Source: an optimization exercise on an open RTL-to-GDS flow (aim: small area, a short achievable clock period and few clock cycles per item). Production flows keep margins and buffers that such runs may drop.
Function was checked by simulation only, so behaviour that the tests miss may differ from the original.
Power figures rest on the tool's default switching activity, not on a simulated workload.

Setup of build 82:
Design mvm_top, start of the top module:
module mvm_top (
    input  logic         CLOCK_50,
    input  logic         reset_n,
    input  logic         in_valid,
    output logic         in_ready,
    input  logic [511:0] w,
    input  logic [63:0]  u,
    output logic         out_valid,
    input  logic         out_ready,
    output logic [63:0]  v,
    output logic [7:0]   sat_flag
);
Size in the first run: roughly 17,000 cells after synthesis, about 2,100 flip-flops, roughly 650 I/O pins.
==> flow/config.mk <==
export PLATFORM = sky130hd
export DESIGN_NAME = mvm_top
export DESIGN_NICKNAME = mvm_top
export VERILOG_FILES = /design/flow/design.v
export SDC_FILE = /design/flow/constraint.sdc
export NUM_CORES = 4
export LEC_CHECK = 0
export ABC_AREA = 1
export CAP_MARGIN = 20
export CORE_MARGIN = 2
export CORE_UTILIZATION = 40
export SLEW_MARGIN = 20
==> flow/constraint.sdc <==
create_clock -name core_clock -period 32.0 [get_ports {CLOCK_50}]
set_input_delay 6.4000 -clock core_clock [delete_from_list [all_inputs] [get_ports {CLOCK_50}]]
set_output_delay 6.4000 -clock core_clock [all_outputs]
set_load 0.01 [all_outputs]
run.sh (not shown) runs the stock make flow with config.mk's settings and CLKGATE_MAP_FILE= SYNTH_SCRIPT=/design/flow/synth_recipe.tcl, a recipe that flattens the netlist after the stock synthesis.
Testbench counts of build 82, summed over its fixed seeds: cycles 1,648, items 1,600.
Inputs modified between build 82 and build 31:
==> flow/flow/run.sh (new file) <==
#!/bin/bash
# The standard layout (the standard.sh, ORFS synthesis to finish, unchanged), except that the
# buffers ORFS puts on every input and output port are buf_2 cells instead of the delay buffers
# it picks by itself. Each tool's output is logged in this folder (ORFS's own per-step logs
# stay under orfs/logs/).
set -euo pipefail
export BUFFER_PORTS_ARGS="-buffer_cell sky130_fd_sc_hd__buf_2"
bash standard.sh > standard_sh.log 2>&1
==> flow/standard.sh (new file) <==
#!/bin/bash
# synth_recipe.tcl (not shown) runs the flow's synth.tcl, then flattens the netlist and writes it again
# the make line also repeats each setting of config.mk as NAME=value (left out here)
make -C /OpenROAD-flow-scripts/flow DESIGN_CONFIG=/design/flow/config.mk WORK_HOME=/design/flow/orfs CLKGATE_MAP_FILE= SYNTH_SCRIPT=/design/flow/synth_recipe.tcl "${@:-finish}"
removed: flow/run.sh
--- outcome ---
Build 82 → build 31: worst setup slack up 0.34 ns, final design instance area without fill down 2.1%, worst slack at placement up 0.43 ns.
For build 12, these inputs were changed with respect to build 31:
==> flow/flow/run.sh <==
#!/bin/bash
# The standard layout (the standard.sh, ORFS synthesis to finish, unchanged), except that the
# buffers ORFS puts on every input and output port are buf_4 cells instead of the delay buffers
# it picks by itself. Each tool's output is logged in this folder (ORFS's own per-step logs
# stay under orfs/logs/).
set -euo pipefail
export BUFFER_PORTS_ARGS="-buffer_cell sky130_fd_sc_hd__buf_4"
bash standard.sh > standard_sh.log 2>&1
### Flow results
Of the two values seen for timing startpoint of the critical path, u_mvm.e0_q[61]$_DFFE_PP_ was produced by build 12 and u_mvm.e0_q[37]$_DFFE_PP_ by build 31.
First-pass GRT wire length, build 31 and build 12: higher on build 12
Diff build 31 -> build 12: vias after detailed routing shows an increase of 512, met2 track demand over resource rose 0.22 points, global routing usage on met3 barely changed, clock power level, pre-CTS setup slack now sits at about the same level.
The count of placed standard cells in the final layout, fillers left out on build 12 is in line with that on build 31.
Changes observed in build 12 relative to build 31: core utilization shows an increase of 0.49 points; number of non-clock buffers shows no meaningful change; worst hold slack across all endpoints shows a reduction of 0.015 ns.
Minimum clock period after layout: build 12 > build 31
[inputs] build 60 vs build 12
# build 12
export LEC_CHECK = 0
export ABC_AREA = 1
export CAP_MARGIN = 20
export CORE_MARGIN = 2
export CORE_UTILIZATION = 40
export SLEW_MARGIN = 20
create_clock -name core_clock -period 32.0 [get_ports {CLOCK_50}]
# build 60
export LEC_CHECK = 0
export ABC_AREA = 1
export CAP_MARGIN = 20
export CORE_MARGIN = 2
export CORE_UTILIZATION = 40
export CTS_CLUSTER_DIAMETER = 100
export CTS_CLUSTER_SIZE = 20
export SLEW_MARGIN = 20
create_clock -name core_clock -period 32.0 [get_ports {CLOCK_50}]
==> flow/flow/run.sh <==
#!/bin/bash
# The standard layout (the standard.sh, ORFS synthesis to finish, unchanged), except that the
# buffers ORFS puts on every input and output port are buf_2 cells instead of the delay buffers
# it picks by itself. Each tool's output is logged in this folder (ORFS's own per-step logs
# stay under orfs/logs/).
set -euo pipefail
export BUFFER_PORTS_ARGS="-buffer_cell sky130_fd_sc_hd__buf_2"
bash standard.sh > standard_sh.log 2>&1
==> comparison <==
Comparing build 60 and build 12, the higher overall routed net length was measured on build 12.
Compared with build 12, build 60 shows clock input transition at the sequential cells of the worst setup and hold paths higher by 0.02 ns.
[compare] base=build 12 new=build 60: wire length per cell closely matched the old numbers; sequential power held.
Note that the number of antenna violations at the first check in global routing recorded for build 12 amounts to 0.848 times the value seen in build 60.

-- what the ideal ports hide --
The flow's constraints put no driver on any port. The routed layouts listed below were extracted and timed again, unchanged, in two steps. Step 1 (the two cells are an assumption about what drives the block):
set clk [get_ports {CLOCK_50}]
set_driving_cell -lib_cell sky130_fd_sc_hd__clkbuf_16 $clk
set_driving_cell -lib_cell sky130_fd_sc_hd__buf_2 [delete_from_list [all_inputs] $clk]
Step 2, shift: input delay + t, output delay - t, t = (earliest + latest rising clock arrival at the registers) / 2. This alone moves slack from input paths to output paths. Slacks: no drivers / after step 1 / after step 2; pairs: no drivers / after step 1.
run	t (ns)	setup slack, ns	worst setup path at the end	worst data-port slew with drivers (ns)
build 82	1.028	23.770 / 23.661 / 23.563	input to register	0.06
build 31	1.048	24.110 / 24.003 / 24.030	input to register	0.11
build 12	1.053	24.088 / 23.982 / 23.997	input to register	0.09
build 60	1.015	24.168 / 24.061 / 23.986	input to register	0.10
After both steps every run listed still meets setup and hold. The setup slack of build 82, which loses most, moves by -0.109 ns with the drivers and by -0.207 ns with both steps.
